This is an optimization exercise on Yosys and OpenROAD, whose aim is small area, not a production implementation. RTL that was checked went through simulation tests only; none was proved equivalent to the original. Function not checked in runs 1 to 3: the RTL went through the layout flow alone. No activity file was given, so power comes from the tool's default toggle rates.

## flow/flow/run.sh

```bash
#!/bin/bash
# Own layout flow: the standard synthesis, then an area-oriented re-mapping of the
# combinational cells (registers kept as they are, same instances and names), then the
# standard ORFS layout with smaller port buffers and a coarser clock tree without dummy loads.
# Each tool writes its full output to its own log file in the work folder.
set -euo pipefail
WORK=$(pwd)
RES=$WORK/orfs/results/$FLOW_PLATFORM/modbus_rtu_register_slave/base
LIB=$FLOW_HOME/platforms/$FLOW_PLATFORM/lib/sky130_fd_sc_hd__tt_025C_1v80.lib
CTS_SET=$(cat "$WORK/flow/cts.args")

bash standard.sh synth > "$WORK/flow_synth.log" 2>&1

cp "$RES/1_2_yosys.v" "$WORK/synth_standard.v"
if ! grep -oE "sky130_fd_sc_hd__[a-z0-9_]+" "$WORK/synth_standard.v" | sort -u \
      | grep -E "__(df|edf|sdf|dl|sedf)" | grep -qvE "__(dfxtp_1|edfxtp_1)$"; then
  best=""
  best_area=""
  for seed in 1 2 3 4; do
    sed -e "s#@SEED@#$seed#g" "$WORK/flow/remap.abc" > "$WORK/remap_$seed.abc"
    sed -e "s#@LIB@#$LIB#g" -e "s#@IN@#$WORK/synth_standard.v#g" -e "s#@OUT@#$WORK/synth_remap_$seed.v#g" \
        -e "s#@FLOW@#$WORK/flow#g" -e "s#@ABC@#$WORK/remap_$seed.abc#g" \
        "$WORK/flow/remap.ys" > "$WORK/remap_$seed.ys"
    (timeout 1800 yosys -s "$WORK/remap_$seed.ys" > "$WORK/flow_remap_$seed.log" 2>&1 || true) &
  done
  wait
  for seed in 1 2 3 4; do
    if [[ -s "$WORK/synth_remap_$seed.v" ]] && grep -q "Found and reported 0 problems" "$WORK/flow_remap_$seed.log"; then
      area=$(grep "Chip area" "$WORK/flow_remap_$seed.log" | tail -1 | awk '{print $NF}')
      echo "seed $seed: $area" >> "$WORK/flow_remap_pick.log"
      if [[ -z "$best" ]] || awk -v a="$area" -v b="$best_area" 'BEGIN{exit !(a < b)}'; then
        best=$seed
        best_area=$area
      fi
    fi
  done
  if [[ -n "$best" ]]; then
    echo "picked seed $best: $best_area" >> "$WORK/flow_remap_pick.log"
    cp "$WORK/synth_remap_$best.v" "$RES/1_2_yosys.v"
    rm -f "$RES/1_synth.odb" "$RES/1_synth.sdc"
  fi
fi

bash standard.sh \
  "BUFFER_PORTS_ARGS=-buffer_cell sky130_fd_sc_hd__buf_1" \
  "CTS_ARGS=-sink_clustering_enable -repair_clock_nets -dont_use_dummy_load $CTS_SET" \
  finish > "$WORK/flow_layout.log" 2>&1
```

## flow/flow/cts.args

```
-sink_clustering_size 22 -sink_clustering_max_diameter 50 -buf_list sky130_fd_sc_hd__clkbuf_8
```

## flow/flow/README.md

```
Own layout flow. run.sh: standard synthesis (standard.sh synth); the combinational cells are
re-mapped for area with yosys/ABC (remap.ys, remap.abc; registers are blackboxes via stubs.v so
they keep their instances, names and cell types) using four ABC seeds, keeping the smallest;
then standard.sh finish with buf_1 port buffers and the clock-tree settings in cts.args.
```

## flow/flow/remap.abc

```
strash
&get -n
&deepsyn -T 200 -S @SEED@
&put
dch
amap
mfs3 -ae
topo
dnsize
```

## flow/config.mk

```make
export PLATFORM = sky130hd
export DESIGN_NAME = modbus_rtu_register_slave
export DESIGN_NICKNAME = modbus_rtu_register_slave
export VERILOG_FILES = /design/flow/design.v
export SDC_FILE = /design/flow/constraint.sdc
export NUM_CORES = 4
export LEC_CHECK = 0
export CAP_MARGIN = 20
export CORE_MARGIN = 2
export CORE_UTILIZATION = 55
export PLACE_DENSITY = 0.75
export SLEW_MARGIN = 20
```

## flow/standard.sh

```bash
#!/bin/bash
# synth_recipe.tcl (not shown) runs the flow's synth.tcl, then flattens the netlist and writes it again
# the make line also repeats each setting of config.mk as NAME=value (left out here)
make -C /OpenROAD-flow-scripts/flow DESIGN_CONFIG=/design/flow/config.mk WORK_HOME=/design/flow/orfs CLKGATE_MAP_FILE= SYNTH_SCRIPT=/design/flow/synth_recipe.tcl "${@:-finish}"
```

## flow/flow/stubs.v

```verilog
(* blackbox *) module sky130_fd_sc_hd__dfxtp_1(input CLK, input D, output Q); endmodule
(* blackbox *) module sky130_fd_sc_hd__edfxtp_1(input CLK, input D, input DE, output Q); endmodule
```

## flow/design.v

```verilog
package mbrs_pkg;
    localparam logic [1:0] OP_RX_BYTE = 2'd0;
    localparam logic [1:0] OP_HOST_RD = 2'd1;
    localparam logic [1:0] OP_HOST_WR = 2'd2;
    localparam logic [7:0] FN_READ_REGS  = 8'h03;
    localparam logic [7:0] FN_WRITE_REGS = 8'h10;
    localparam logic [15:0] CRC_INIT = 16'hFFFF;
    localparam logic [15:0] CRC_POLY = 16'hA001;
    localparam logic [5:0] C_FRAME = 6'd57;
    localparam logic [5:0] C_OVF   = 6'd56;    
    localparam logic [5:0] C_REPLY = 6'd61;    
    localparam logic [5:0] C_ECHO  = 6'd62;    
    localparam logic [3:0] S_CLR  = 4'd0;    
    localparam logic [3:0] S_IDLE = 4'd1;    
    localparam logic [3:0] S_RXC  = 4'd2;    
    localparam logic [3:0] S_RXW  = 4'd3;    
    localparam logic [3:0] S_ACC  = 4'd4;    
    localparam logic [3:0] S_JDG  = 4'd5;    
    localparam logic [3:0] S_CMT  = 4'd6;    
    localparam logic [3:0] S_TXL  = 4'd7;    
    localparam logic [3:0] S_TXW  = 4'd8;    
    localparam logic [3:0] S_TXC  = 4'd9;    
endpackage
module mbrs_crc (
    input  logic        i_clk,
    input  logic        i_init,
    input  logic        i_step,
    input  logic        i_bit,
    output logic [15:0] o_crc
);
    logic [15:0] r_crc;
    always_ff @(posedge i_clk) begin
        if (i_init) begin
            r_crc <= mbrs_pkg::CRC_INIT;
        end else if (i_step) begin
            r_crc <= {1'b0, r_crc[15:1]} ^ ((r_crc[0] ^ i_bit) ? mbrs_pkg::CRC_POLY : 16'h0000);
        end
    end
    assign o_crc = r_crc;
endmodule
module modbus_rtu_register_slave (
    input  logic        i_clk,
    input  logic        i_rst_n,
    input  logic        i_cfg_wr_en,
    input  logic [7:0]  i_cfg_wr_data,
    input  logic        i_valid,
    output logic        o_ready,
    input  logic [1:0]  i_func,
    input  logic [7:0]  i_rx_byte,
    input  logic        i_frame_end,
    input  logic [3:0]  i_host_index,
    input  logic [15:0] i_host_value,
    output logic        o_valid,
    input  logic        i_ready,
    output logic        o_kind,
    output logic [7:0]  o_tx_byte,
    output logic        o_last,
    output logic [15:0] o_read_value
);
    logic [3:0]  r_st;
    logic [4:0]  r_pos;      
    logic [15:0] r_reg [16];
    logic [7:0]  r_buf [32];  
    logic [5:0]  r_c;        
    logic        r_full;
    logic [7:0]  r_sid;
    logic        r_aok;      
    logic        r_abc;      
    logic [7:0]  r_fn;
    logic        r_bs;       
    logic [3:0]  r_start;
    logic        r_ch;       
    logic [4:0]  r_cnt;
    logic        r_bcq;      
    logic        r_lenhit;   
    logic [1:0]  r_code;     
    logic        r_echo;     
    logic        r_ovalid;
    logic        r_kind;
    logic        r_last;
    logic [15:0] r_d;
    logic [15:0] w_crc;
    logic        w_crc_init;
    logic        w_crc_step;
    logic        w_crc_bit;
    logic [15:0] w_rhead;
    logic        w_sel_b;
    logic        w_sel_h;
    logic        w_sel_r;
    logic        w_bwr;
    logic        w_slot_free;
    logic        w_store;
    logic [3:0]  w_idx;
    logic        w_aligned;
    logic        w_bslot;
    logic        w_hit;
    logic        w_ph7;
    logic [4:0]  w_k;
    logic        w_eqk;
    logic        w_exc;
    logic        w_read;
    logic        w_is_rd;
    logic        w_is_wr;
    logic        w_frame_ok;
    logic        w_bad_cnt;
    logic        w_cmt_end;
    logic        w_tx_lo;
    logic        w_tx_hi;
    logic        w_tx_need;
    logic        w_tx_load;
    logic [7:0]  w_txb;
    logic        w_host_load;
    logic        w_rx_acc;
    logic        w_to_idle;
    assign w_rhead     = r_reg[0];
    assign w_slot_free = !r_ovalid || i_ready;
    assign w_store     = !r_full && (r_c != mbrs_pkg::C_OVF);
    assign w_idx       = r_start + r_c[4:1];
    assign w_aligned   = (r_pos[3:0] == w_idx);
    assign w_bslot     = w_aligned && (r_pos[4] == r_c[0]);
    assign w_hit       = (r_pos[3:0] == i_host_index);
    assign w_ph7       = (r_pos[2:0] == 3'd7);
    assign w_k         = w_exc ? 5'd0 : (r_echo ? 5'd2 : r_cnt);
    assign w_eqk       = (r_c[5:1] == {1'b0, w_k});
    assign w_exc       = (r_code != 2'd0);
    assign w_read      = !w_exc && !r_echo;
    assign w_is_rd    = (r_fn == mbrs_pkg::FN_READ_REGS);
    assign w_is_wr    = (r_fn == mbrs_pkg::FN_WRITE_REGS);
    assign w_frame_ok = !r_full && (r_c != 6'd0) && (r_c <= mbrs_pkg::C_OVF) && r_aok
                        && (w_crc == 16'h0000);
    assign w_bad_cnt  = r_ch || (r_cnt == 5'd0) || (({2'b00, r_start} + {1'b0, r_cnt}) > 6'd16);
    assign w_tx_lo   = w_eqk && !r_c[0];
    assign w_tx_hi   = w_eqk && r_c[0];
    assign w_tx_need = w_read && !r_c[5] && !w_eqk;
    always_comb begin
        if (w_tx_lo) begin
            w_txb = w_crc[7:0];
        end else if (w_tx_hi) begin
            w_txb = w_crc[15:8];
        end else if (r_c == (r_echo ? 6'd62 : 6'd61)) begin
            w_txb = r_sid;
        end else if (r_c == (r_echo ? 6'd63 : 6'd62)) begin
            w_txb = {r_fn[7] | w_exc, r_fn[6:0]};
        end else if (r_c == 6'd63) begin
            w_txb = w_exc ? {6'd0, r_code} : {2'b00, r_cnt, 1'b0};
        end else if (!r_echo) begin
            w_txb = r_c[0] ? w_rhead[7:0] : w_rhead[15:8];
        end else begin
            case (r_c[1:0])
                2'd1:    w_txb = {4'd0, r_start};
                2'd3:    w_txb = {3'd0, r_cnt};
                default: w_txb = 8'h00;
            endcase
        end
    end
    assign w_tx_load   = (r_st == mbrs_pkg::S_TXL) && w_slot_free && (!w_tx_need || w_aligned);
    assign w_host_load = (r_st == mbrs_pkg::S_IDLE) && i_valid && (i_func == mbrs_pkg::OP_HOST_RD)
                         && w_hit && w_slot_free;
    assign w_crc_init = (r_st == mbrs_pkg::S_CLR) || (r_st == mbrs_pkg::S_JDG)
                        || (w_tx_load && w_tx_hi);
    assign w_crc_step = (r_st == mbrs_pkg::S_RXC) || (r_st == mbrs_pkg::S_TXC);
    assign w_crc_bit  = (r_st == mbrs_pkg::S_RXC) ? i_rx_byte[r_pos[2:0]]
                                                  : r_d[{1'b0, r_pos[2:0]}];
    mbrs_crc u_crc (
        .i_clk  (i_clk),
        .i_init (w_crc_init),
        .i_step (w_crc_step),
        .i_bit  (w_crc_bit),
        .o_crc  (w_crc)
    );
    assign w_cmt_end = w_eqk && !r_c[0];
    assign w_sel_b   = (r_st == mbrs_pkg::S_CMT) && w_bslot && !r_c[0] && !w_cmt_end;
    assign w_sel_h   = (r_st == mbrs_pkg::S_IDLE) && i_valid && (i_func == mbrs_pkg::OP_HOST_WR)
                       && w_hit;
    assign w_sel_r   = (r_st != mbrs_pkg::S_CLR) && !w_sel_b && !w_sel_h;
    assign w_bwr     = (r_st == mbrs_pkg::S_RXW) && w_bslot;
    always_ff @(posedge i_clk) begin
        for (int i = 0; i < 15; i++) begin
            r_reg[i] <= r_reg[i + 1];
        end
        for (int i = 0; i < 31; i++) begin
            r_buf[i] <= r_buf[i + 1];
        end
        r_reg[15] <= ({r_buf[0], r_buf[16]} & {16{w_sel_b}}) | (i_host_value & {16{w_sel_h}})
                     | (w_rhead & {16{w_sel_r}});
        r_buf[31] <= w_bwr ? i_rx_byte : r_buf[0];
    end
    assign w_rx_acc = (r_st == mbrs_pkg::S_ACC) && (i_func == mbrs_pkg::OP_RX_BYTE) && w_store;
    always_ff @(posedge i_clk) begin
        if (w_rx_acc) begin
            r_lenhit <= w_eqk && r_c[0];
            case (r_c)
                6'd57: begin
                    r_aok <= (i_rx_byte == r_sid) || (i_rx_byte == 8'h00);
                    r_abc <= (i_rx_byte == 8'h00);
                end
                6'd58: r_fn <= i_rx_byte;
                6'd59: r_bs <= (i_rx_byte != 8'h00);
                6'd60: begin
                    r_bs    <= r_bs || (i_rx_byte[7:4] != 4'h0);
                    r_start <= i_rx_byte[3:0];
                end
                6'd61: r_ch <= (i_rx_byte != 8'h00);
                6'd62: begin
                    r_ch  <= r_ch || (i_rx_byte[7:5] != 3'd0);
                    r_cnt <= i_rx_byte[4:0];
                end
                6'd63: r_bcq <= !r_ch && (i_rx_byte == {2'b00, r_cnt, 1'b0});
                default: begin
                end
            endcase
        end
    end
    always_ff @(posedge i_clk) begin
        if (!i_rst_n) begin
            r_sid <= 8'h01;
        end else if (i_cfg_wr_en) begin
            r_sid <= i_cfg_wr_data;
        end
    end
    always_ff @(posedge i_clk) begin
        if (!i_rst_n) begin
            r_ovalid <= 1'b0;
        end else if (w_tx_load || w_host_load) begin
            r_ovalid <= 1'b1;
        end else if (i_ready) begin
            r_ovalid <= 1'b0;
        end
    end
    always_ff @(posedge i_clk) begin
        if (w_host_load) begin
            r_kind <= 1'b1;
            r_last <= 1'b1;
            r_d    <= w_rhead;
        end else if (w_tx_load) begin
            r_kind   <= 1'b0;
            r_last   <= w_tx_hi;
            r_d[7:0] <= w_txb;
        end
    end
    assign o_valid      = r_ovalid;
    assign o_kind       = r_kind;
    assign o_last       = r_last;
    assign o_tx_byte    = r_kind ? 8'h00 : r_d[7:0];
    assign o_read_value = r_kind ? r_d : 16'h0000;
    assign o_ready = ((r_st == mbrs_pkg::S_IDLE) && !i_valid) || (r_st == mbrs_pkg::S_ACC);
    always_ff @(posedge i_clk) begin
        if (!i_rst_n) begin
            r_pos <= 5'd0;
        end else begin
            r_pos <= r_pos + 5'd1;
        end
    end
    always_comb begin
        w_to_idle = 1'b0;
        case (r_st)
            mbrs_pkg::S_CLR: w_to_idle = 1'b1;
            mbrs_pkg::S_JDG: w_to_idle = 1'b1;
            mbrs_pkg::S_CMT: w_to_idle = w_cmt_end && r_abc;
            mbrs_pkg::S_TXL: w_to_idle = w_tx_load && w_tx_hi;
            default: begin
            end
        endcase
    end
    always_ff @(posedge i_clk) begin
        if (w_to_idle) begin
            r_c    <= mbrs_pkg::C_FRAME;
            r_full <= 1'b0;
            r_echo <= 1'b0;
            r_code <= 2'd0;
        end
        if (!i_rst_n) begin
            r_st <= mbrs_pkg::S_CLR;
        end else begin
            case (r_st)
                mbrs_pkg::S_CLR: begin
                    if (r_pos[3:0] == 4'd15) begin
                        r_st <= mbrs_pkg::S_IDLE;
                    end
                end
                mbrs_pkg::S_IDLE: begin
                    if (i_valid) begin
                        case (i_func)
                            mbrs_pkg::OP_RX_BYTE: begin
                                if (!w_store) begin
                                    r_st <= mbrs_pkg::S_ACC;
                                end else if (w_ph7) begin
                                    r_st <= mbrs_pkg::S_RXC;
                                end
                            end
                            mbrs_pkg::OP_HOST_RD: begin
                                if (w_host_load) begin
                                    r_st <= mbrs_pkg::S_ACC;
                                end
                            end
                            mbrs_pkg::OP_HOST_WR: begin
                                if (w_hit) begin
                                    r_st <= mbrs_pkg::S_ACC;
                                end
                            end
                            default: begin
                                r_st <= mbrs_pkg::S_ACC;
                            end
                        endcase
                    end
                end
                mbrs_pkg::S_RXC: begin
                    if (w_ph7) begin
                        r_st <= r_c[5] ? mbrs_pkg::S_ACC : mbrs_pkg::S_RXW;
                    end
                end
                mbrs_pkg::S_RXW: begin
                    if (w_bslot) begin
                        r_st <= mbrs_pkg::S_ACC;
                    end
                end
                mbrs_pkg::S_ACC: begin
                    r_st <= mbrs_pkg::S_IDLE;
                    if (i_func == mbrs_pkg::OP_RX_BYTE) begin
                        if (w_store) begin
                            r_c <= r_c + 6'd1;
                        end else begin
                            r_full <= 1'b1;
                        end
                        if (i_frame_end) begin
                            r_st <= mbrs_pkg::S_JDG;
                        end
                    end
                end
                mbrs_pkg::S_JDG: begin
                    r_st <= mbrs_pkg::S_IDLE;
                    if (w_frame_ok) begin
                        if (w_is_wr && r_bcq && r_lenhit && !r_bs && !w_bad_cnt) begin
                            r_c  <= 6'd0;
                            r_st <= mbrs_pkg::S_CMT;
                        end else if (!r_abc && (!w_is_wr || (r_bcq && r_lenhit))) begin
                            r_st <= mbrs_pkg::S_TXL;
                            r_c  <= mbrs_pkg::C_REPLY;
                            if (!w_is_rd && !w_is_wr) begin
                                r_code <= 2'd1;
                            end else if (r_bs) begin
                                r_code <= 2'd2;
                            end else if (w_bad_cnt) begin
                                r_code <= 2'd3;
                            end
                        end
                    end
                end
                mbrs_pkg::S_CMT: begin
                    if (w_cmt_end) begin
                        r_echo <= 1'b1;
                        r_c    <= mbrs_pkg::C_ECHO;
                        r_st   <= r_abc ? mbrs_pkg::S_IDLE : mbrs_pkg::S_TXL;
                        if (r_abc) begin
                            r_c    <= mbrs_pkg::C_FRAME;
                            r_echo <= 1'b0;
                        end
                    end else if (w_bslot) begin
                        r_c <= r_c + 6'd1;
                    end
                end
                mbrs_pkg::S_TXL: begin
                    if (w_tx_load) begin
                        if (w_tx_hi) begin
                            r_st <= mbrs_pkg::S_IDLE;
                        end else if (w_tx_lo) begin
                            r_c <= r_c + 6'd1;
                        end else begin
                            r_st <= mbrs_pkg::S_TXW;
                        end
                    end
                end
                mbrs_pkg::S_TXW: begin
                    if (w_ph7) begin
                        r_st <= mbrs_pkg::S_TXC;
                    end
                end
                mbrs_pkg::S_TXC: begin
                    if (w_ph7) begin
                        r_c  <= r_c + 6'd1;
                        r_st <= mbrs_pkg::S_TXL;
                    end
                end
                default: begin
                    r_st <= mbrs_pkg::S_CLR;
                end
            endcase
        end
    end
endmodule
```

## flow/constraint.sdc

```tcl
create_clock -name core_clock -period 10.0 [get_ports {i_clk}]
set_input_delay 2.0000 -clock core_clock [delete_from_list [all_inputs] [get_ports {i_clk}]]
set_output_delay 2.0000 -clock core_clock [all_outputs]
set_load 0.01 [all_outputs]
```

## flow/flow/remap.ys

```
# Re-map the combinational cells of the standard synthesis for area; registers are
# blackboxes here, so their instances, names and cell types stay as synthesis made them.
read_verilog @FLOW@/stubs.v
read_liberty -ignore_redef -ignore_miss_func @LIB@
read_verilog @IN@
hierarchy -top modbus_rtu_register_slave
flatten
rename -hide w:*.*
opt_clean -purge
stat -liberty @LIB@
abc -liberty @LIB@ -script @ABC@ -dont_use sky130_fd_sc_hd__probe_p_8 -dont_use sky130_fd_sc_hd__probec_p_8 -dont_use sky130_fd_sc_hd__lpflow_bleeder_1 -dont_use sky130_fd_sc_hd__lpflow_clkbufkapwr_1 -dont_use sky130_fd_sc_hd__lpflow_clkbufkapwr_16 -dont_use sky130_fd_sc_hd__lpflow_clkbufkapwr_2 -dont_use sky130_fd_sc_hd__lpflow_clkbufkapwr_4 -dont_use sky130_fd_sc_hd__lpflow_clkbufkapwr_8 -dont_use sky130_fd_sc_hd__lpflow_clkinvkapwr_1 -dont_use sky130_fd_sc_hd__lpflow_clkinvkapwr_16 -dont_use sky130_fd_sc_hd__lpflow_clkinvkapwr_2 -dont_use sky130_fd_sc_hd__lpflow_clkinvkapwr_4 -dont_use sky130_fd_sc_hd__lpflow_clkinvkapwr_8 -dont_use sky130_fd_sc_hd__lpflow_decapkapwr_12 -dont_use sky130_fd_sc_hd__lpflow_decapkapwr_3 -dont_use sky130_fd_sc_hd__lpflow_decapkapwr_4 -dont_use sky130_fd_sc_hd__lpflow_decapkapwr_6 -dont_use sky130_fd_sc_hd__lpflow_decapkapwr_8 -dont_use sky130_fd_sc_hd__lpflow_inputiso0n_1 -dont_use sky130_fd_sc_hd__lpflow_inputiso0p_1 -dont_use sky130_fd_sc_hd__lpflow_inputiso1n_1 -dont_use sky130_fd_sc_hd__lpflow_inputiso1p_1 -dont_use sky130_fd_sc_hd__lpflow_inputisolatch_1 -dont_use sky130_fd_sc_hd__lpflow_isobufsrc_1 -dont_use sky130_fd_sc_hd__lpflow_isobufsrc_16 -dont_use sky130_fd_sc_hd__lpflow_isobufsrc_2 -dont_use sky130_fd_sc_hd__lpflow_isobufsrc_4 -dont_use sky130_fd_sc_hd__lpflow_isobufsrc_8 -dont_use sky130_fd_sc_hd__lpflow_isobufsrckapwr_16 -dont_use sky130_fd_sc_hd__lpflow_lsbuf_lh_hl_isowell_tap_1 -dont_use sky130_fd_sc_hd__lpflow_lsbuf_lh_hl_isowell_tap_2 -dont_use sky130_fd_sc_hd__lpflow_lsbuf_lh_hl_isowell_tap_4 -dont_use sky130_fd_sc_hd__lpflow_lsbuf_lh_isowell_4 -dont_use sky130_fd_sc_hd__lpflow_lsbuf_lh_isowell_tap_1 -dont_use sky130_fd_sc_hd__lpflow_lsbuf_lh_isowell_tap_2 -dont_use sky130_fd_sc_hd__lpflow_lsbuf_lh_isowell_tap_4 
read_liberty -lib -ignore_redef @LIB@
splitnets
opt_clean -purge
hilomap -singleton -hicell sky130_fd_sc_hd__conb_1 HI -locell sky130_fd_sc_hd__conb_1 LO
insbuf -buf sky130_fd_sc_hd__buf_4 A X
hierarchy -top modbus_rtu_register_slave
check -assert
stat -liberty @LIB@
write_verilog -noattr -nohex -nodec @OUT@
```

==> results of run 1 <==
==> final timing paths <==
check	start	to	slack (ps)
setup / recovery	i_valid	o_ready	5620
hold / removal	r_reg[2][11]$_DFF_P_	r_reg[1][11]$_DFF_P_	260
setup reg to reg	r_cnt[3]$_DFFE_PP_	r_d[1]$_DFFE_PP_	5670
hold reg to reg	r_reg[2][11]$_DFF_P_	r_reg[1][11]$_DFF_P_	260
==> per-stage QoR <==
stage	utilization, %	hold WS (ps)	area, sq um
5_1_grt	60.8	268	16400
6_report	60.8	263	16400
3_3_place_gp	58.8	310	15800
2_1_floorplan	-	310	15100
3_5_place_dp	58.8	312	15800
4_1_cts	60.8	266	16400
==> cell type report <==
type,count,share of cell area [%]
multi-input cells,421,15.0
clock buffers,40,3.36
well taps,341,2.60
repair buffers,76,1.86
flip-flops and latches,597,75.3
inverters,79,1.81
==> layer usage <==
metal / up-vias / GRT usage (%) / part of all wire, %
met2: 344 / 30.6 / 42
met1: 4049 / 31.7 / 48
met4: 0 / 7.58 / 2.9
met3: 62 / 4.01 / 7.1
met5: - / 0 / 0
li1: 3993 / - / -
==> power by group through the flow <==
| stage | Clock, W | Combinational [W] | Sequential, W |
|---|---|---|---|
| after floorplan | 0 | 0.000212 | 0.00255 |
| after global placement | 0 | 0.000324 | 0.00257 |
| after detailed placement | 0 | 0.000333 | 0.00257 |
| after CTS | 0.00104 | 0.000334 | 0.00251 |
| after global routing | 0.00113 | 0.000370 | 0.00252 |
| final | 0.00101 | 0.000339 | 0.00251 |
==> worst max-delay path: cells and delay by family <==
kind | cells | cell delay, ps
buf+inv | 2 | 270
compound gates | 1 | 120
==> cell usage in the layout (no fill, tap or decap), drive strengths merged, types with 9 or more instances in the layout <==
cell,instances
nand3,12
o22ai,19
buf,76
nand2,42
o22a,16
clkbuf,40
a21oi,28
o21ai,25
a222oi,17
nor2,99
a32o,9
clkinv,79
dfxtp,558
nor2b,19
edfxtp,39
a31oi,10
nor4,9
nor3,22
==> reports/metrics.yaml, run 1 <==
period_minus_slack_ps: 4380
syn_area_sq_um: 15100
area_growth_syn_to_layout_pct: 8.60
peakVddDrop_v: 0.000168
relSlewSlack_pct: 39.8
tightestPinTransition_ps: 894
syn_nets: 1141
worstHoldPathCells: 0
numCtsBuffers: 40
critPathCaptureType: "output port"
n_antenna_cell: 0
skew_ps: 82.6
place.gp.congestion: 0.954
p_per_area_nw_per_um2: 236
p_leak_nw: 6.05
insertion_delay_ps: 590
syn_inst: 1097
worst_slack_ps: 5620
grt_pass1_wl_mm: 45.3
cts-resized-gates: 0
combPwrFrac_pct: 8.8
track_usage_pct: 21.1
dpl_worst_slack_ps: 5240
drt_iter0_drc: 838
port_buffers: 71
drt_pre_antenna_iters: 6
antenna_found_initial: 0
start_kind: "input port"
status: "no timing/DRC/antenna violations"
nets: 1259
ios: 72
yosys_warnings: 4
finalPower_w: 0.00386
dieArea_sq_um: 28800
fmax_ghz: 0.228
dp.final_hpwl_mm: 21.1
path_common_cell: "buf_1"
root_buffer: "clkbuf_8"
pwr-share-clk_pct: 26.2
path_cells: "buf_1, o32ai_1, buf_1"
drc: 0
overflow: 0
cap_violations: 0
avgSynthCellArea_sq_um: 13.8
core_area_sq_um: 27000
internal_power_w: 0.00293
h-tree-depth: 2
n_fill_cell: 2117
clk_pin_slew_ps: 110
cts_tree: "done"
rows: 60
critPathMaxFanout: 2
die_y_um: 170
dp_cells: 1514
grt_max_degree: 23
initial_core_util_pct: 56.0
multi_input_area_sq_um: 2460
switching_share_pct: 24.2
drive_gt1_share_pct: 3.96
vias: 8448
wl_per_cell_um: 19.3
slowest_stage: "buf_1"
post-cts-setup-buffer-count: 0
path_class: "in -> out"
pwr-share-seq_pct: 65.1
final_antenna_net_count: 0
final_cells: 1554
hp-class: "reg -> reg"
die_w_um: 170
finalSetupTns_ps: 0
rsz0062_at_grt: "false"
report.final.slew_viol_count: 0
via_per_inst: 5.44
routed_wl_mm: 30.0
seqCellArea_sq_um: 12300
setup_viol: 0
slowest_delay_ps: 180
cts_buffer_depth: 3
crit_required_ps: 8000
crit_arrival_ps: 2380
finalHoldViolations: 0
p_sw_w: 0.000935
r2r_cells: 13
grt_pass1_vias: 7841
final.period_utilization_pct: 43.8
ctsHoldBuffers: 0
clock_sinks: 597
==> run 2, diff against run 1 <==
==> flow/flow/cts.args (replaced) <==
-sink_clustering_size 20 -sink_clustering_max_diameter 60 -buf_list {sky130_fd_sc_hd__clkbuf_4 sky130_fd_sc_hd__clkbuf_8 sky130_fd_sc_hd__clkbuf_16}
--- a/flow/config.mk
+++ b/flow/config.mk
@@ -9,4 +9,3 @@
 export CORE_MARGIN = 2
-export CORE_UTILIZATION = 55
-export PLACE_DENSITY = 0.75
+export CORE_UTILIZATION = 40
 export SLEW_MARGIN = 20
==> run 2 against run 1 <==
Against the previous run: wire length up 4.1%; global-route usage down 5.0 points; clock power up 39%; largest power group unchanged; sequential power about the same; via count down 1.5%; still clean; die area up 37%; critical endpoint unchanged.
==> reports/metrics.yaml, run 2 <==
port_buffers: 71  # unchanged
status: "no timing/DRC/antenna violations"
antenna_found_initial: 2  # +2
start_kind: "input port"
slowest_stage: "buf_1"
hold_path_startpoint: "r_reg[15][10]$_DFF_P_"
p_per_area_nw_per_um2: 250  # +6.2%
post-cts-setup-buffer-count: 0  # unchanged
drc: 0  # unchanged
path_common_cell: "buf_1"
grt_pass1_wl_mm: 46.6  # +2.8%
setup_viol: 0  # unchanged
seqCellArea_sq_um: 12300  # unchanged
overflow: 0  # unchanged
pwr-share-clk_pct: 32.8  # +6.6 points
rsz0062_at_grt: "false"
clock_sinks: 597  # unchanged
path_cells: "buf_1, o32ai_1, buf_1"
cts-resized-gates: 0  # unchanged
critPathMaxFanout: 2  # unchanged
ctsHoldBuffers: 0  # unchanged
r2r_start: "r_cnt[3]$_DFFE_PP_"
combPwrFrac_pct: 8.2  # -0.6 points
syn_inst: 1097  # unchanged
cts_buffer_depth: 3  # unchanged
grt_pass1_vias: 7780  # -0.78%
drt_pre_antenna_iters: 6  # unchanged
n_antenna_cell: 0  # unchanged
finalSetupTns_ps: 0  # unchanged
numCtsBuffers: 39  # -2.5%
n_fill_cell: 3384  # +60%
cap_violations: 0  # unchanged
yosys_warnings: 4  # unchanged
p_leak_nw: 6.25  # +3.2%
multi_input_area_sq_um: 2470  # +0.25%
dieArea_sq_um: 39300  # +37%
vias: 8320  # -1.5%
final.period_utilization_pct: 44.3  # +0.48 points
dp.final_hpwl_mm: 21.4  # +1.8%
critPathCaptureType: "output port"
die_y_um: 198  # +17%
peakVddDrop_v: 0.000156  # -7.2%
track_usage_pct: 16.1  # -5.0 points
avgSynthCellArea_sq_um: 13.8  # unchanged
rows: 71  # +18%
crit_required_ps: 8000  # about the same
layout_common_cells: "558 x dfxtp_1, 99 x nor2_1, 79 x clkinv_1, 71 x buf_1, 42 x nand2_1"
internal_power_w: 0.00325  # +11%
skew_ps: 65.0  # -17.6 ps
fmax_ghz: 0.226  # -1.1%
drt_iter0_drc: 608  # -27%
via_per_inst: 4.83  # -11%
syn_area_sq_um: 15100  # unchanged
h-tree-depth: 2  # unchanged
relSlewSlack_pct: 35.4  # -4.4 points
ios: 72  # unchanged
die_w_um: 198  # +17%
cts_tree: "done"
pwr-share-seq_pct: 59.0  # -6.1 points
grt_max_degree: 21  # -8.7%
p_sw_w: 0.00101  # +7.9%
wl_per_cell_um: 18.1  # -6.2%
place.gp.congestion: 0.909  # -4.8%
root_buffer: "clkbuf_16"
area_growth_syn_to_layout_pct: 12.9
report.final.slew_viol_count: 0  # unchanged
drive_gt1_share_pct: 3.96  # about the same
core_area_sq_um: 37400  # +39%
layout_commonest_cell: "dfxtp_1"
dpl_worst_slack_ps: 5240  # +5.69 ps
final_antenna_net_count: 0  # unchanged
insertion_delay_ps: 550  # -40 ps
startpoint: "i_valid"
nets: 1258  # -0.079%
period_minus_slack_ps: 4430  # +47.6 ps
slowest_delay_ps: 190  # about the same
initial_core_util_pct: 40.3  # -16 points
clk_pin_slew_ps: 80  # -30 ps
routed_wl_mm: 31.2  # +4.1%
switching_share_pct: 23.7  # -0.53 points
hp-class: "reg -> reg"
crit_arrival_ps: 2430  # +50 ps
tightestPinTransition_ps: 958  # +64.6 ps
worst_slack_ps: 5570  # -47.6 ps
path_class: "in -> out"
finalHoldViolations: 0  # unchanged
syn_nets: 1141  # unchanged
[run 2: cell types whose count changed in the layout (fill, tap and decap cells not counted)]
| cell | delta |
|---|---|
| a2111oi_0 | -1 |
| a2111oi_1 | +1 |
| o31ai_2 | +1 |
| clkbuf_16 | +39 |
| o31ai_1 | -1 |
| clkbuf_8 | -40 |
[run 2: power groups by stage]
| stage | logic (W) | registers (W) | clock network (W) |
|---|---|---|---|
| 4_1_cts | 0.000343 | 0.00252 | 0.00145 |
| 3_3_place_gp | 0.000339 | 0.00257 | 0 |
| 5_1_grt | 0.000385 | 0.00252 | 0.00153 |
| 6_report | 0.000349 | 0.00252 | 0.00140 |
| 2_1_floorplan | 0.000212 | 0.00255 | 0 |
| 3_5_place_dp | 0.000341 | 0.00257 | 0 |
[run 2: path summary, 6_finish.rpt]
path | endpoint | slack (ps) | cells after the start
max | o_ready | 5570 | 3
min | r_reg[14][10]$_DFF_P_ | 300 | 0
max reg2reg | r_d[1]$_DFFE_PP_ | 5640 | 14
min reg2reg | r_reg[14][10]$_DFF_P_ | 300 | 0
[run 2: routing by layer]
| metal | vias up | GRT usage (%) | wire length, um |
|---|---|---|---|
| li1 | 3989 | - | - |
| met1 | 3949 | 22.8 | 14800 |
| met2 | 301 | 23.3 | 12900 |
| met3 | 77 | 4.26 | 2320 |
| met4 | 4 | 6.57 | 1130 |
| met5 | - | 0 | 23 |
[run 2: area by class of cell]
type | count | share of cell area (%)
clock buffer | 39 | 5.73
sequential | 597 | 72.5
inverter | 79 | 1.74
multi-input combinational | 421 | 14.5
tap | 511 | 3.75
timing repair buffer | 76 | 1.79
[run 2: through the flow]
step / utilization [%] / cells / total power (W) / cell area [sq um] / hold WS (ps)
2_1_floorplan: - / 1097 / 0.00276 / 15100 / 310
3_3_place_gp: 42.9 / 1684 / 0.00291 / 16000 / 310
3_5_place_dp: 42.9 / 1684 / 0.00291 / 16000 / 312
4_1_cts: 45.5 / 1723 / 0.00430 / 17000 / 301
5_1_grt: 45.5 / 1723 / 0.00444 / 17000 / 307
6_report: 45.5 / 1723 / 0.00426 / 17000 / 295
[run 2: worst max-delay path, delay by kind of cell]
kind | cells | cell delay [ps]
AOI/OAI and AO/OA | 1 | 140
buffers and inverters | 2 | 290
==> run 3, diff against run 2 <==
==> flow/flow/cts.args (replaced) <==
-sink_clustering_size 18 -sink_clustering_max_diameter 50 -buf_list sky130_fd_sc_hd__clkbuf_8
--- a/flow/flow/remap.ys
+++ b/flow/flow/remap.ys
@@ -7,4 +7,3 @@
 flatten
-rename -hide w:*.*
-opt_clean -purge
+opt_clean
 stat -liberty @LIB@
==> run 3 against run 2 <==
Against the previous run: design area shrank 1.8%; global-route usage shrank 0.43 points; cell count grew 1.3%; total power shrank 8.5%; setup slack lost 220 ps; largest cell class unchanged; count of clock-buffer cells in the layout grew 5; area after synthesis grew 1.4%; critical endpoint is now r_c[5]$_DFF_P_; wire length shrank 2.3%; critical path depth grew 16.
==> reports/metrics.yaml, run 3 <==
status: "no timing/DRC/antenna violations"
dp_cells: 1701  # +1.0%
numCtsBuffers: 44  # +13%
grt_max_degree: 19  # -9.5%
cts_tree: "done"
via_per_inst: 4.78  # -1.1%
r2r_start: "r_cnt[4]$_DFFE_PP_"
area_growth_syn_to_layout_pct: 9.24
die_w_um: 200  # +0.69%
cts_buffer_depth: 3  # unchanged
worst_slack_ps: 5350  # -221 ps
finalPower_w: 0.00390  # -8.5%
h-tree-depth: 2  # unchanged
hp-class: "reg -> reg"
antenna_found_initial: 5  # +3
dpl_worst_slack_ps: 5110  # -137 ps
avgSynthCellArea_sq_um: 13.5  # -2.1%
finalSetupTns_ps: 0  # unchanged
routed_wl_mm: 30.5  # -2.3%
fmax_ghz: 0.215  # -4.7%
syn_inst: 1137  # +3.6%
nets: 1280  # +1.7%
worstHoldPathCells: 0  # unchanged
critPathCaptureType: "flip-flop"
clk_pin_slew_ps: 100  # +20 ps
clock_sinks: 597  # unchanged
period_minus_slack_ps: 4650  # +221 ps
finalHoldViolations: 0  # unchanged
start_kind: "flip-flop"
post-cts-setup-buffer-count: 0  # unchanged
grt_pass1_vias: 7854  # +0.95%
peakVddDrop_v: 0.000145  # -7.1%
p_per_area_nw_per_um2: 233  # -6.8%
drt_pre_antenna_iters: 5  # -1
track_usage_pct: 15.7  # -0.43 points
drc: 0  # unchanged
setup_viol: 0  # unchanged
dp.final_hpwl_mm: 21.9  # +2.4%
drive_gt1_share_pct: 4.46  # +0.50 points
n_antenna_cell: 0  # unchanged
syn_nets: 1181  # +3.5%
initial_core_util_pct: 40.6  # +0.28 points
cap_violations: 0  # unchanged
tightestPinTransition_ps: 1010  # +51.5 ps
final.period_utilization_pct: 46.5  # +2.2 points
final_antenna_net_count: 0  # unchanged
insertion_delay_ps: 590  # +40 ps
p_leak_nw: 6.11  # -2.2%
place.gp.congestion: 0.934  # +2.8%
report.final.slew_viol_count: 0  # unchanged
yosys_warnings: 4  # unchanged
final_cell_area_sq_um: 16700  # -1.8%
grt_pass1_wl_mm: 46.2  # -0.92%
dpl-instance-area_sq_um: 16100  # +0.39%
ctsHoldBuffers: 0  # unchanged
wl_per_cell_um: 17.5  # -3.5%
skew_ps: 65.6  # +0.631 ps
critPathMaxFanout: 9  # +7
layout_common_cells: "558 x dfxtp_1, 112 x nor2_1, 90 x clkinv_1, 71 x buf_1, 44 x clkbuf_8"
root_buffer: "clkbuf_8"
overflow: 0  # unchanged
dieArea_sq_um: 39800  # +1.4%
vias: 8333  # +0.16%
startpoint: "r_cnt[4]$_DFFE_PP_"
ios: 72  # unchanged
r2r_cells: 19  # +5
rows: 71  # unchanged
layout_commonest_cell: "dfxtp_1"
die_y_um: 200  # +0.69%
port_buffers: 71  # unchanged
drt_iter0_drc: 450  # -26%
crit_required_ps: 10420  # +2420 ps
crit_arrival_ps: 5070  # +2640 ps
hold_path_startpoint: "r_buf[20][4]$_DFF_P_"
final_cells: 1745  # +1.3%
path_class: "reg -> reg"
syn_area_sq_um: 15300  # +1.4%
relSlewSlack_pct: 32.2  # -3.3 points
cts-resized-gates: 0  # unchanged
core_area_sq_um: 37700  # +0.71%
rsz0062_at_grt: "false"
## run 3: final cells by class
| class | count | area, sq um |
|---|---|---|
| Sequential cell | 597 | 12300 |
| Inverter | 90 | 338 |
| Fill cell | 3464 | 21000 |
| Clock buffer | 44 | 606 |
| Timing Repair Buffer | 77 | 319 |
| Multi-Input combinational cell | 426 | 2470 |
| Tap cell | 511 | 639 |
## run 3: path summary, 6_finish.rpt
kind	endpoint	slack (ps)
setup reg to reg	r_c[5]$_DFF_P_	5350
hold / removal	r_buf[19][4]$_DFF_P_	290
setup / recovery	r_c[5]$_DFF_P_	5350
hold reg to reg	r_buf[19][4]$_DFF_P_	290
## run 3: power breakdown
part / switching, W / internal, W / total [W]
Sequential: 0.0000463 / 0.00246 / 0.00251
Combinational: 0.000239 / 0.000102 / 0.000341
Clock: 0.000653 / 0.000396 / 0.00105
## run 3: worst max-delay path, stage by stage, from the launching register on
cell and delay, ps:
edfxtp_1 480, clkinv_1 200, a2111oi_0 510, a21oi_1 210, clkinv_1 70, o211ai_1 130
o21ai_0 230, clkinv_1 250, nor2_1 320, clkinv_1 370, nor2_1 280, clkinv_1 110
o21ai_0 560, clkinv_1 250, nand2_1 190, nor2_1 100, clkinv_1 50, a21oi_1 60
nand2_1 80, o21ai_0 60
## run 3: metrics by stage
stage | utilization (%) | hold slack [ps]
floorplan | - | 310
global placement | 42.7 | 310
detailed placement | 42.8 | 312
CTS | 44.4 | 288
global route | 44.4 | 288
finish | 44.4 | 288
## run 3: metal layers
metal / vias up / global-route usage (%) / part of all wire, %
li1: 4058 / - / -
met1: 3925 / 22.9 / 50
met2: 273 / 22.5 / 40
met3: 67 / 3.95 / 7.2
met4: 10 / 5.19 / 2.7
met5: - / 0 / 0.20
==> run 4, diff against run 3 <==
--- a/flow/design.v
+++ b/flow/design.v
@@ -22,2 +22,4 @@
     localparam logic [3:0] S_TXC  = 4'd9;    
+    localparam logic [3:0] S_HRL  = 4'd10;   
+    localparam logic [3:0] S_HWL  = 4'd11;   
 endpackage
@@ -61,3 +63,3 @@
     logic [4:0]  r_pos;      
-    logic [15:0] r_reg [16];
+    logic [7:0]  r_reg [32];
     logic [7:0]  r_buf [32];  
@@ -85,3 +87,7 @@
     logic        w_crc_bit;
-    logic [15:0] w_rhead;
+    logic [7:0]  w_rhead;
+    logic [7:0]  w_hbyte;
+    logic        w_hit_hi;
+    logic        w_hit_lo;
+    logic        w_host_hi;
     logic        w_sel_b;
@@ -121,2 +127,5 @@
     assign w_hit       = (r_pos[3:0] == i_host_index);
+    assign w_hit_hi    = w_hit && !r_pos[4];
+    assign w_hit_lo    = w_hit && r_pos[4];
+    assign w_hbyte     = r_pos[4] ? i_host_value[7:0] : i_host_value[15:8];
     assign w_ph7       = (r_pos[2:0] == 3'd7);
@@ -146,3 +155,3 @@
         end else if (!r_echo) begin
-            w_txb = r_c[0] ? w_rhead[7:0] : w_rhead[15:8];
+            w_txb = w_rhead;
         end else begin
@@ -155,5 +164,6 @@
     end
-    assign w_tx_load   = (r_st == mbrs_pkg::S_TXL) && w_slot_free && (!w_tx_need || w_aligned);
-    assign w_host_load = (r_st == mbrs_pkg::S_IDLE) && i_valid && (i_func == mbrs_pkg::OP_HOST_RD)
-                         && w_hit && w_slot_free;
+    assign w_tx_load   = (r_st == mbrs_pkg::S_TXL) && w_slot_free && (!w_tx_need || w_bslot);
+    assign w_host_hi   = (r_st == mbrs_pkg::S_IDLE) && i_valid && (i_func == mbrs_pkg::OP_HOST_RD)
+                         && w_hit_hi && w_slot_free;
+    assign w_host_load = (r_st == mbrs_pkg::S_HRL) && w_hit_lo;
     assign w_crc_init = (r_st == mbrs_pkg::S_CLR) || (r_st == mbrs_pkg::S_JDG)
@@ -171,5 +181,5 @@
     assign w_cmt_end = w_eqk && !r_c[0];
-    assign w_sel_b   = (r_st == mbrs_pkg::S_CMT) && w_bslot && !r_c[0] && !w_cmt_end;
-    assign w_sel_h   = (r_st == mbrs_pkg::S_IDLE) && i_valid && (i_func == mbrs_pkg::OP_HOST_WR)
-                       && w_hit;
+    assign w_sel_b   = (r_st == mbrs_pkg::S_CMT) && w_bslot && !w_cmt_end;
+    assign w_sel_h   = ((r_st == mbrs_pkg::S_IDLE) && i_valid && (i_func == mbrs_pkg::OP_HOST_WR)
+                        && w_hit_hi) || ((r_st == mbrs_pkg::S_HWL) && w_hit_lo);
     assign w_sel_r   = (r_st != mbrs_pkg::S_CLR) && !w_sel_b && !w_sel_h;
@@ -177,10 +187,7 @@
     always_ff @(posedge i_clk) begin
-        for (int i = 0; i < 15; i++) begin
-            r_reg[i] <= r_reg[i + 1];
-        end
         for (int i = 0; i < 31; i++) begin
+            r_reg[i] <= r_reg[i + 1];
             r_buf[i] <= r_buf[i + 1];
         end
-        r_reg[15] <= ({r_buf[0], r_buf[16]} & {16{w_sel_b}}) | (i_host_value & {16{w_sel_h}})
-                     | (w_rhead & {16{w_sel_r}});
+        r_reg[31] <= (r_buf[0] & {8{w_sel_b}}) | (w_hbyte & {8{w_sel_h}}) | (w_rhead & {8{w_sel_r}});
         r_buf[31] <= w_bwr ? i_rx_byte : r_buf[0];
@@ -230,6 +237,9 @@
     always_ff @(posedge i_clk) begin
+        if (w_host_hi) begin
+            r_d[15:8] <= w_rhead;
+        end
         if (w_host_load) begin
-            r_kind <= 1'b1;
-            r_last <= 1'b1;
-            r_d    <= w_rhead;
+            r_kind   <= 1'b1;
+            r_last   <= 1'b1;
+            r_d[7:0] <= w_rhead;
         end else if (w_tx_load) begin
@@ -276,3 +286,3 @@
                 mbrs_pkg::S_CLR: begin
-                    if (r_pos[3:0] == 4'd15) begin
+                    if (r_pos == 5'd31) begin
                         r_st <= mbrs_pkg::S_IDLE;
@@ -291,4 +301,4 @@
                             mbrs_pkg::OP_HOST_RD: begin
-                                if (w_host_load) begin
-                                    r_st <= mbrs_pkg::S_ACC;
+                                if (w_host_hi) begin
+                                    r_st <= mbrs_pkg::S_HRL;
                                 end
@@ -296,4 +306,4 @@
                             mbrs_pkg::OP_HOST_WR: begin
-                                if (w_hit) begin
-                                    r_st <= mbrs_pkg::S_ACC;
+                                if (w_hit_hi) begin
+                                    r_st <= mbrs_pkg::S_HWL;
                                 end
@@ -305,2 +315,7 @@
                     end
+                end
+                mbrs_pkg::S_HRL, mbrs_pkg::S_HWL: begin
+                    if (w_hit_lo) begin
+                        r_st <= mbrs_pkg::S_ACC;
+                    end
                 end
--- a/flow/flow/run.sh
+++ b/flow/flow/run.sh
@@ -18,20 +18,34 @@
   best_area=""
-  for seed in 1 2 3 4; do
-    sed -e "s#@SEED@#$seed#g" "$WORK/flow/remap.abc" > "$WORK/remap_$seed.abc"
-    sed -e "s#@LIB@#$LIB#g" -e "s#@IN@#$WORK/synth_standard.v#g" -e "s#@OUT@#$WORK/synth_remap_$seed.v#g" \
-        -e "s#@FLOW@#$WORK/flow#g" -e "s#@ABC@#$WORK/remap_$seed.abc#g" \
-        "$WORK/flow/remap.ys" > "$WORK/remap_$seed.ys"
-    (timeout 1800 yosys -s "$WORK/remap_$seed.ys" > "$WORK/flow_remap_$seed.log" 2>&1 || true) &
-  done
+  # run_remap TAG SCRIPT SEED: one re-mapping attempt, in the background
+  run_remap() {
+    sed -e "s#@SEED@#$3#g" "$WORK/flow/$2" > "$WORK/remap_$1.abc"
+    sed -e "s#@LIB@#$LIB#g" -e "s#@IN@#$WORK/synth_standard.v#g" -e "s#@OUT@#$WORK/synth_remap_$1.v#g" \
+        -e "s#@FLOW@#$WORK/flow#g" -e "s#@ABC@#$WORK/remap_$1.abc#g" \
+        "$WORK/flow/remap.ys" > "$WORK/remap_$1.ys"
+    (timeout 1800 yosys -s "$WORK/remap_$1.ys" > "$WORK/flow_remap_$1.log" 2>&1 || true) &
+  }
+  pick() {
+    for tag in "$@"; do
+      if [[ -s "$WORK/synth_remap_$tag.v" ]] && grep -q "Found and reported 0 problems" "$WORK/flow_remap_$tag.log"; then
+        area=$(grep "Chip area" "$WORK/flow_remap_$tag.log" | tail -1 | awk '{print $NF}')
+        echo "$tag: $area" >> "$WORK/flow_remap_pick.log"
+        if [[ -z "$best" ]] || awk -v a="$area" -v b="$best_area" 'BEGIN{exit !(a < b)}'; then
+          best=$tag
+          best_area=$area
+        fi
+      else
+        echo "$tag: failed" >> "$WORK/flow_remap_pick.log"
+      fi
+    done
+  }
+  for seed in 1 2 3 4; do run_remap "a$seed" remap_a.abc $seed; done
   wait
-  for seed in 1 2 3 4; do
-    if [[ -s "$WORK/synth_remap_$seed.v" ]] && grep -q "Found and reported 0 problems" "$WORK/flow_remap_$seed.log"; then
-      area=$(grep "Chip area" "$WORK/flow_remap_$seed.log" | tail -1 | awk '{print $NF}')
-      echo "seed $seed: $area" >> "$WORK/flow_remap_pick.log"
-      if [[ -z "$best" ]] || awk -v a="$area" -v b="$best_area" 'BEGIN{exit !(a < b)}'; then
-        best=$seed
-        best_area=$area
-      fi
-    fi
-  done
+  for seed in 1 2 3 4; do run_remap "b$seed" remap_b.abc $seed; done
+  wait
+  pick a1 a2 a3 a4 b1 b2 b3 b4
+  if [[ -z "$best" ]]; then
+    run_remap c1 remap_c.abc 1
+    wait
+    pick c1
+  fi
   if [[ -n "$best" ]]; then
==> flow/flow/README.md (replaced) <==
Own layout flow. run.sh: standard synthesis (standard.sh synth); the combinational cells are
re-mapped for area with yosys/ABC (remap.ys, remap.abc; registers are blackboxes via stubs.v so
they keep their instances, names and cell types) with two ABC scripts (remap_a.abc, remap_b.abc) on four seeds each, keeping the smallest (remap_c.abc if all fail);
then standard.sh finish with buf_1 port buffers and the clock-tree settings in cts.args.
==> flow/flow/cts.args (replaced) <==
-sink_clustering_size 20 -sink_clustering_max_diameter 60 -buf_list sky130_fd_sc_hd__clkbuf_8
--- a/flow/flow/remap.ys
+++ b/flow/flow/remap.ys
@@ -7,3 +7,4 @@
 flatten
-opt_clean
+rename -hide w:*.*
+opt_clean -purge
 stat -liberty @LIB@
==> flow/flow/remap_a.abc (new file) <==
strash
&get -n
&deepsyn -T 150 -S @SEED@
&put
dch
amap
mfs3 -ae
topo
dnsize
==> flow/flow/remap_b.abc (new file) <==
strash
&get -n
&deepsyn -T 150 -S @SEED@
&dch
&nf -a -R 1000
&put
mfs3 -a
topo
dnsize
==> flow/flow/remap_c.abc (new file) <==
strash
dch
amap
topo
dnsize
removed: flow/flow/remap.abc
==> run 4 against run 3 <==
Against the previous run: worst hold slack worse by 35 ps; total power is 12% lower; global-route usage is 1.6 points lower; setup slack better by 140 ps; critical path type unchanged; largest power group unchanged; highest routed layer unchanged.
==> reports/metrics.yaml, run 4 <==
status: "no timing/DRC/antenna violations"
period_minus_slack_ps: 4510  # -142 ps
start_kind: "flip-flop"
crit_required_ps: 10510  # +90 ps
track_usage_pct: 14.0  # -1.6 points
nets: 1193  # -6.8%
p_leak_nw: 6.06  # -0.78%
drc: 0  # unchanged
cts-resized-gates: 0  # unchanged
final_cells: 1616  # -7.4%
peakVddDrop_v: 0.000128  # -12%
cap_violations: 0  # unchanged
seqCellArea_sq_um: 12300  # unchanged
critPathCaptureType: "flip-flop"
drive_gt1_share_pct: 3.75  # -0.71 points
ios: 72  # unchanged
p_per_area_nw_per_um2: 210  # -10%
final.period_utilization_pct: 45.1  # -1.4 points
dpl-instance-area_sq_um: 15800  # -1.7%
dpl_worst_slack_ps: 5320  # +217 ps
multi_input_area_sq_um: 2530  # +2.3%
critPathMaxFanout: 12  # +3
finalHoldViolations: 0  # unchanged
dp.final_hpwl_mm: 18.6  # -15%
die_y_um: 197  # -1.1%
report.final.slew_viol_count: 0  # unchanged
initial_core_util_pct: 40.7  # +0.10 points
use_met3_pct: 2.97  # -0.98 points
hp-class: "reg -> reg"
post-cts-setup-buffer-count: 0  # unchanged
clk_pin_slew_ps: 110  # about the same
tightestPinTransition_ps: 1090  # +82.7 ps
drt_pre_antenna_iters: 5  # unchanged
path_class: "reg -> reg"
antenna_found_initial: 2  # -3
grt_pass1_wl_mm: 41.8  # -9.4%
ctsHoldBuffers: 0  # unchanged
layout_commonest_cell: "dfxtp_1"
r2r_slack_ps: 5490  # +140 ps
dieArea_sq_um: 38900  # -2.3%
dp_cells: 1578  # -7.2%
via_per_inst: 4.85  # +1.6%
finalPower_w: 0.00343  # -12%
die_w_um: 197  # -1.1%
place.gp.congestion: 0.892  # -4.6%
syn_area_sq_um: 14900  # -2.3%
worst_slack_ps: 5490  # +142 ps
port_buffers: 71  # unchanged
relSlewSlack_pct: 26.5  # -5.7 points
yosys_warnings: 4  # unchanged
grt-busiest-layer: "met1"
finalSetupTns_ps: 0  # unchanged
final_cell_area_sq_um: 16300  # -2.2%
rows: 70  # -1.4%
numCtsBuffers: 37  # -16%
avgSynthCellArea_sq_um: 14.4  # +7.2%
grt_pass1_vias: 7244  # -7.8%
syn_nets: 1080  # -8.6%
vias: 7838  # -5.9%
cts_tree: "done"
overflow: 0  # unchanged
final_antenna_net_count: 0  # unchanged
h-tree-depth: 2  # unchanged
cts_buffer_depth: 3  # unchanged
rsz0062_at_grt: "false"
setup_viol: 0  # unchanged
fmax_ghz: 0.222  # +3.1%
grt_use_met1_pct: 20.7  # -2.2 points
syn_inst: 1036  # -8.9%
root_buffer: "clkbuf_8"
core_area_sq_um: 36700  # -2.6%
drt_iter0_drc: 707  # +57%
skew_ps: 60.0  # -5.59 ps
layout_common_cells: "558 x dfxtp_1, 71 x buf_1, 65 x nand2_1, 49 x nor2_1, 39 x edfxtp_1"
crit_arrival_ps: 5020  # -50 ps
grt_max_degree: 27  # +8
wl_per_cell_um: 17.0  # -2.8%
clock_sinks: 597  # unchanged
routed_wl_mm: 27.5  # -10%
insertion_delay_ps: 580  # about the same
area_growth_syn_to_layout_pct: 9.39
n_fill_cell: 3300  # -4.7%
grtUsageMet2_pct: 20.6  # -1.9 points
==> run 4: cell type report <==
class | instances | area share, %
Antenna cell | 1 | 0.0153
Clock buffer | 37 | 3.11
Timing Repair Buffer | 74 | 1.77
Sequential cell | 597 | 75.5
Inverter | 25 | 0.574
Multi-Input combinational cell | 414 | 15.5
Tap cell | 468 | 3.58
==> run 4: metal layers <==
metal | wire, um | vias up
met3 | 2010 | 50
li1 | - | 3768
met5 | 13 | -
met4 | 632 | 2
met1 | 13300 | 3753
met2 | 11500 | 265
==> run 4: per-stage QoR <==
step | hold WS [ps] | util, %
after CTS | 258 | 44.5
after global placement | 311 | 43.1
after global routing | 263 | 44.5
after detailed placement | 312 | 43.1
final | 253 | 44.6
after floorplan | 310 | -
==> run 4: final timing paths <==
kind	cells after the start	start	endpoint
setup / recovery	10	r_c[1]$_DFF_P_	r_reg[31][3]$_DFF_P_
setup reg to reg	10	r_c[1]$_DFF_P_	r_reg[31][3]$_DFF_P_
hold / removal	0	r_buf[17][5]$_DFF_P_	r_buf[16][5]$_DFF_P_
hold reg to reg	0	r_buf[17][5]$_DFF_P_	r_buf[16][5]$_DFF_P_
==> run 4: worst max-delay path: stages, from the launching register on <==
cell and delay (ps):
dfxtp_1 560, clkinv_1 130, a222oi_1 350, o2111ai_1 160
o21ai_0 320, a21boi_0 910, nor2b_1 690, nor3_2 260
a2111oi_2 810, a222oi_1 160, nand2_1 130
==> run 4: where the power goes <==
group / switching, W / leakage, nW / internal (W)
logic: 0.0000273 / 0.938 / 0.0000154
registers: 0.00000640 / 4.85 / 0.00240
clock network: 0.000646 / 0.266 / 0.000336
==> run 5, diff against run 4 <==
==> flow/flow/cts.args (replaced) <==
-sink_clustering_size 22 -sink_clustering_max_diameter 70 -buf_list sky130_fd_sc_hd__clkbuf_8
==> run 5 against run 4 <==
Against the previous run: clock skew is 19 ps higher; synthesized cell count grew 0.87%; wire length is 3.5% lower; via count down 1.3%; sequential share of layout area barely moved; sequential cell count is the same.
==> reports/metrics.yaml, run 5 <==
peakVddDrop_v: 0.000115  # -10%
pwr-share-clk_pct: 28.0  # -0.6 points
layout_commonest_cell: "dfxtp_1"
p_sw_w: 0.000665  # -2.1%
tightestPinTransition_ps: 981  # -112 ps
track_usage_pct: 13.7  # -0.29 points
cap_violations: 0  # unchanged
dp.final_hpwl_mm: 18.2  # -2.6%
report.final.slew_viol_count: 0  # unchanged
slowest_stage: "buf_1"
antenna_found_initial: 0  # -2
critPathMaxFanout: 3  # -9
ios: 72  # unchanged
area_growth_syn_to_layout_pct: 9.43  # about the same
relSlewSlack_pct: 34.5  # +8.0 points
fmax_ghz: 0.227  # +2.5%
crit_required_ps: 8000  # -2510 ps
status: "no timing/DRC/antenna violations"
die_y_um: 197  # about the same
critPathCaptureType: "output port"
grt_max_degree: 27  # unchanged
path_common_cell: "buf_1"
cts_buffer_depth: 3  # unchanged
via_per_inst: 4.76  # -1.9%
cp.depth: 3  # -7
final_antenna_net_count: 0  # unchanged
syn_inst: 1045  # +0.87%
worstHoldPathCells: 0  # unchanged
insertion_delay_ps: 560  # -20 ps
period_minus_slack_ps: 4400  # -108 ps
final.period_utilization_pct: 44.0  # -1.1 points
drc: 0  # unchanged
finalHoldViolations: 0  # unchanged
layout_common_cells: "558 x dfxtp_1, 71 x buf_1, 65 x nand2_1, 54 x nor2_1, 39 x edfxtp_1"
overflow: 0  # unchanged
switching_share_pct: 19.5  # -0.23 points
numCtsBuffers: 35  # -5.4%
syn_nets: 1089  # +0.83%
skew_ps: 79.3  # +19.3 ps
whs_ps: 303  # +49.8 ps
slowest_delay_ps: 190  # -720 ps
vias: 7739  # -1.3%
clock_sinks: 597  # unchanged
root_buffer: "clkbuf_8"
clk_pin_slew_ps: 120  # about the same
pwr-share-seq_pct: 70.8  # +0.6 points
cp_num_buf_inv: 2  # +1
n_fill_cell: 3347  # +1.4%
ctsHoldBuffers: 0  # unchanged
p_leak_nw: 6.07  # +0.10%
path_cells: "buf_1, o32ai_1, buf_1"
p_per_area_nw_per_um2: 208  # -0.99%
routed_wl_mm: 26.5  # -3.5%
initial_core_util_pct: 40.7  # about the same
dieArea_sq_um: 38900  # about the same
avgSynthCellArea_sq_um: 14.3  # -0.85%
hp-class: "reg -> reg"
port_buffers: 71  # unchanged
r2r_cells: 10  # unchanged
die_w_um: 197  # about the same
path_class: "in -> out"
syn_area_sq_um: 14900  # about the same
rows: 70  # unchanged
crit_arrival_ps: 2400  # -2620 ps
grt_pass1_vias: 7472  # +3.1%
drt_iter0_drc: 475  # -33%
cts-resized-gates: 0  # unchanged
core_area_sq_um: 36700  # unchanged
grt_pass1_wl_mm: 41.3  # -1.2%
nets: 1204  # +0.92%
combPwrFrac_pct: 1.3  # about the same
drive_gt1_share_pct: 3.80  # +0.051 points
cts_tree: "done"
yosys_warnings: 4  # unchanged
post-cts-setup-buffer-count: 0  # unchanged
finalSetupTns_ps: 0  # unchanged
start_kind: "input port"
wl_per_cell_um: 16.3  # -4.2%
drt_pre_antenna_iters: 8  # +3
critPathTopFamily: "buffers and inverters"
rsz0062_at_grt: "false"
place.gp.congestion: 0.879  # -1.5%
internal_power_w: 0.00274  # -0.66%
h-tree-depth: 2  # unchanged
setup_viol: 0  # unchanged
==> run 5: changes by cell type in the layout (fill, tap and decap cells not counted), moves of 5 or more <==
cell	previous run	this run
a222oi_1	17	12
a21oi_1	23	30
nor3_1	13	23
nor2b_1	24	11
o211ai_1	1	7
o21ai_0	36	30
nand2b_1	6	17
nor2_1	49	54
o221ai_1	2	8
==> run 5: through the flow <==
step                worst slack (ps)  util (%)  area (sq um)  total power (W)  instances
floorplan                       5820         -         14900          0.00248       1045
global placement                5470      43.2         15900          0.00251       1591
detailed placement              5340      43.2         15900          0.00251       1591
CTS                             5610      44.5         16300          0.00345       1626
global route                    5560      44.6         16400          0.00354       1626
finish                          5600      44.6         16400          0.00340       1627
==> run 5: worst paths after layout <==
path | start | end | slack [ps]
hold / removal | r_buf[11][6]$_DFF_P_ | r_buf[10][6]$_DFF_P_ | 300
setup reg to reg | r_code[1]$_DFF_P_ | r_reg[31][6]$_DFF_P_ | 6020
setup / recovery | i_valid | o_ready | 5600
hold reg to reg | r_buf[11][6]$_DFF_P_ | r_buf[10][6]$_DFF_P_ | 300
==> run 5: worst register-to-register path: cells and delay by family, from the launching register on <==
| family | cells | cell delay (ps) |
|---|---|---|
| simple gates | 6 | 2310 |
| buf+inv | 2 | 630 |
| compound gates | 2 | 530 |
| flops | 1 | 410 |
==> run 5: cell type report <==
cell class                 instances  area (sq um)  area share (%)
antenna                            1          2.50          0.0153
clock buffer                      35           482            2.95
inverter                          27           101           0.620
multi-input combinational        421          2520            15.4
sequential                       597         12300            75.5
tap                              468           586            3.58
timing repair buffer              78           319            1.95
==> run 5: power groups by stage <==
stage	logic, W	registers [W]	clock network (W)
finish	0.0000433	0.00241	0.000952
global route	0.0000477	0.00241	0.00109
CTS	0.0000438	0.00241	0.000996
detailed placement	0.0000437	0.00246	0
global placement	0.0000433	0.00246	0
floorplan	0.0000214	0.00246	0
==> run 5: metal layers <==
layer  global-route usage (%)  vias to the layer above  part of all wire, %
met3                     2.22                       61                  4.4
met1                     19.2                     3697                   49
li1                         -                     3788                    -
met5                        0                        -                    0
met2                     21.4                      193                   43
met4                     5.40                        0                  3.5
==> run 6, diff against run 5 <==
==> flow/flow/cts.args (replaced) <==
-sink_clustering_size 18 -sink_clustering_max_diameter 50 -buf_list sky130_fd_sc_hd__clkbuf_8
==> run 6 against run 5 <==
Against the previous run: clock skew decreased by 4.3 ps; largest power group unchanged; highest routed layer is now met5; still clean on timing, DRC and antenna; largest cell class unchanged; utilization increased by 0.30 points; cell count about the same; first-iteration DRC count increased by 15%; design area increased by 0.67%; setup slack got worse by 210 ps; sequential cell count unchanged; area after synthesis decreased by 0.12%.
==> reports/metrics.yaml, run 6 <==
n_fill_cell: 3292  # -1.6%
die_w_um: 197  # about the same
final_antenna_net_count: 0  # unchanged
layout_common_cells: "558 x dfxtp_1, 75 x nand2_1, 71 x buf_1, 50 x nor2_1, 45 x clkbuf_8"
start_kind: "input port"
drt_iter0_drc: 548  # +15%
slowest_delay_ps: 910  # +720 ps
fmax_ghz: 0.217  # -4.5%
root_buffer: "clkbuf_8"
grt_max_degree: 27  # unchanged
cp_num_buf_inv: 3  # +1
drc: 0  # unchanged
crit_required_ps: 10450  # +2450 ps
setup_viol: 0  # unchanged
track_usage_pct: 14.0  # +0.26 points
status: "no timing/DRC/antenna violations"
yosys_warnings: 4  # unchanged
grt_pass1_vias: 7224  # -3.3%
critPathMaxFanout: 9  # +6
period_minus_slack_ps: 4610  # +208 ps
peakVddDrop_v: 0.000117  # +1.4%
skew_ps: 75.0  # -4.35 ps
p_per_area_nw_per_um2: 213  # +2.4%
final.period_utilization_pct: 46.1  # +2.1 points
final_cell_area_sq_um: 16500  # +0.67%
ios: 72  # unchanged
p_leak_nw: 6.17  # +1.8%
cap_violations: 0  # unchanged
cts_buffer_depth: 3  # unchanged
critPathCaptureType: "flip-flop"
critPathTopFamily: "simple AND/OR/NAND/NOR gates"
area_growth_syn_to_layout_pct: 10.3
report.final.slew_viol_count: 0  # unchanged
drive_gt1_share_pct: 4.67  # +0.87 points
dpl-instance-area_sq_um: 15800  # -0.13%
crit_arrival_ps: 5060  # +2660 ps
port_buffers: 71  # unchanged
syn_nets: 1079  # -0.92%
finalHoldViolations: 0  # unchanged
post-cts-setup-buffer-count: 0  # unchanged
drt_pre_antenna_iters: 5  # -3
insertion_delay_ps: 600  # +40 ps
slowest_stage: "nor2_1"
initial_core_util_pct: 40.7  # -0.048 points
vias: 7696  # -0.56%
die_y_um: 197  # about the same
overflow: 0  # unchanged
avgSynthCellArea_sq_um: 14.4  # +0.85%
path_class: "in -> reg"
numCtsBuffers: 45  # +29%
finalSetupTns_ps: 0  # unchanged
tightestPinTransition_ps: 1130  # +149 ps
h-tree-depth: 2  # unchanged
wl_per_cell_um: 16.7  # +2.8%
hp-class: "reg -> reg"
dp.final_hpwl_mm: 18.4  # +1.4%
routed_wl_mm: 27.2  # +2.7%
syn_inst: 1035  # -0.96%
syn_area_sq_um: 14900  # -0.12%
rsz0062_at_grt: "false"
rows: 70  # unchanged
path_cells: "buf_1, xor2_1, nor4_1, clkinv_1, o21ai_0, nand4_1, nor2_1, a2111oi_2, buf_4, a222oi_1, nand2_1"
antenna_found_initial: 2  # +2
cts-resized-gates: 0  # unchanged
grt_pass1_wl_mm: 41.4  # +0.17%
cts_tree: "done"
place.gp.congestion: 0.927  # +5.4%
ctsHoldBuffers: 0  # unchanged
clk_pin_slew_ps: 90  # -30 ps
relSlewSlack_pct: 24.4  # -10 points
core_area_sq_um: 36700  # unchanged
dieArea_sq_um: 38900  # -0.12%
multi_input_area_sq_um: 2530  # about the same
seqCellArea_sq_um: 12300  # unchanged
layout_commonest_cell: "dfxtp_1"
clock_sinks: 597  # unchanged
via_per_inst: 4.73  # -0.49%
nets: 1203  # -0.083%
==> run 6: stage by stage <==
stage	power, W	util, %	hold WS, ps	setup slack, ps	instances
6_report	0.00351	44.9	268	5390	1626
5_1_grt	0.00366	44.9	280	5230	1625
4_1_cts	0.00356	44.9	272	5480	1625
3_5_place_dp	0.00250	43.2	312	4860	1580
3_3_place_gp	0.00250	43.2	310	4950	1580
2_1_floorplan	0.00248	-	310	5720	1035
==> run 6: path summary, 6_finish.rpt <==
check | startpoint | endpoint | slack, ps | cells after the start
setup reg to reg | r_c[1]$_DFF_P_ | r_d[2]$_DFFE_PP_ | 6200 | 12
hold / removal | r_buf[13][2]$_DFF_P_ | r_buf[12][2]$_DFF_P_ | 270 | 0
setup / recovery | i_host_index[1] | r_reg[31][0]$_DFF_P_ | 5390 | 11
hold reg to reg | r_buf[13][2]$_DFF_P_ | r_buf[12][2]$_DFF_P_ | 270 | 0
==> run 6: routing by layer <==
metal	GRT usage [%]	share of wire [%]	wire, um	vias to the layer above
li1	-	-	-	3766
met1	20.5	48	13200	3597
met2	20.3	41	11200	277
met3	3.59	8.1	2190	52
met4	4.43	2.3	614	4
met5	0	0.11	31	-
==> run 6: power by group <==
part            total, W  switching (W)  internal (W)  leakage [nW]
Clock            0.00106       0.000659      0.000403         0.324
Combinational  0.0000381      0.0000229     0.0000152         0.980
Sequential       0.00241     0.00000677       0.00240          4.87
Total            0.00351       0.000689       0.00282          6.17
==> run 6: final cells by class <==
class	instances	area share, %
timing repair buffer	77	1.89
multi-input combinational	417	15.3
inverter	21	0.479
sequential	597	75.0
tap	468	3.56
antenna	1	0.0152
clock buffer	45	3.76

## static timing again, ports no longer ideal
The results above use ideal ports. As a check the final layouts listed here were re-extracted and re-timed, cells and wires unchanged. Step 1, drivers: a clkbuf_16 drives i_clk and a buf_2 each remaining input, both assumed. Step 2, shift: input delay + t, output delay - t, t = (earliest + latest rising clock arrival at the registers) / 2. This alone moves slack from input paths to output paths. Slacks: no drivers / after step 1 / after step 2; pairs: no drivers / after step 1.
run | t, ns | slack for setup (ns) | worst setup path after step 2 | clock arrival spread, ns | worst register clock-pin slew, ns
run 1 | 0.595 | 5.617 / 5.597 / 5.150 | input to register | 0.083 / 0.083 | 0.12 / 0.12
run 2 | 0.570 | 5.569 / 5.549 / 5.211 | input to register | 0.065 / 0.065 | 0.08 / 0.08
run 3 | 0.602 | 5.349 / 5.349 / 5.038 | input to register | 0.074 / 0.074 | 0.10 / 0.10
run 4 | 0.595 | 5.490 / 5.490 / 5.345 | input to register | 0.066 / 0.066 | 0.12 / 0.12
run 5 | 0.565 | 5.598 / 5.575 / 5.358 | input to register | 0.081 / 0.080 | 0.12 / 0.12
run 6 | 0.609 | 5.390 / 5.415 / 4.806 | input to register | 0.079 / 0.079 | 0.10 / 0.10
After both steps every run listed still meets setup and hold. The setup slack of run 6, which loses most, moves by +0.025 ns with the drivers and by -0.584 ns with both steps.
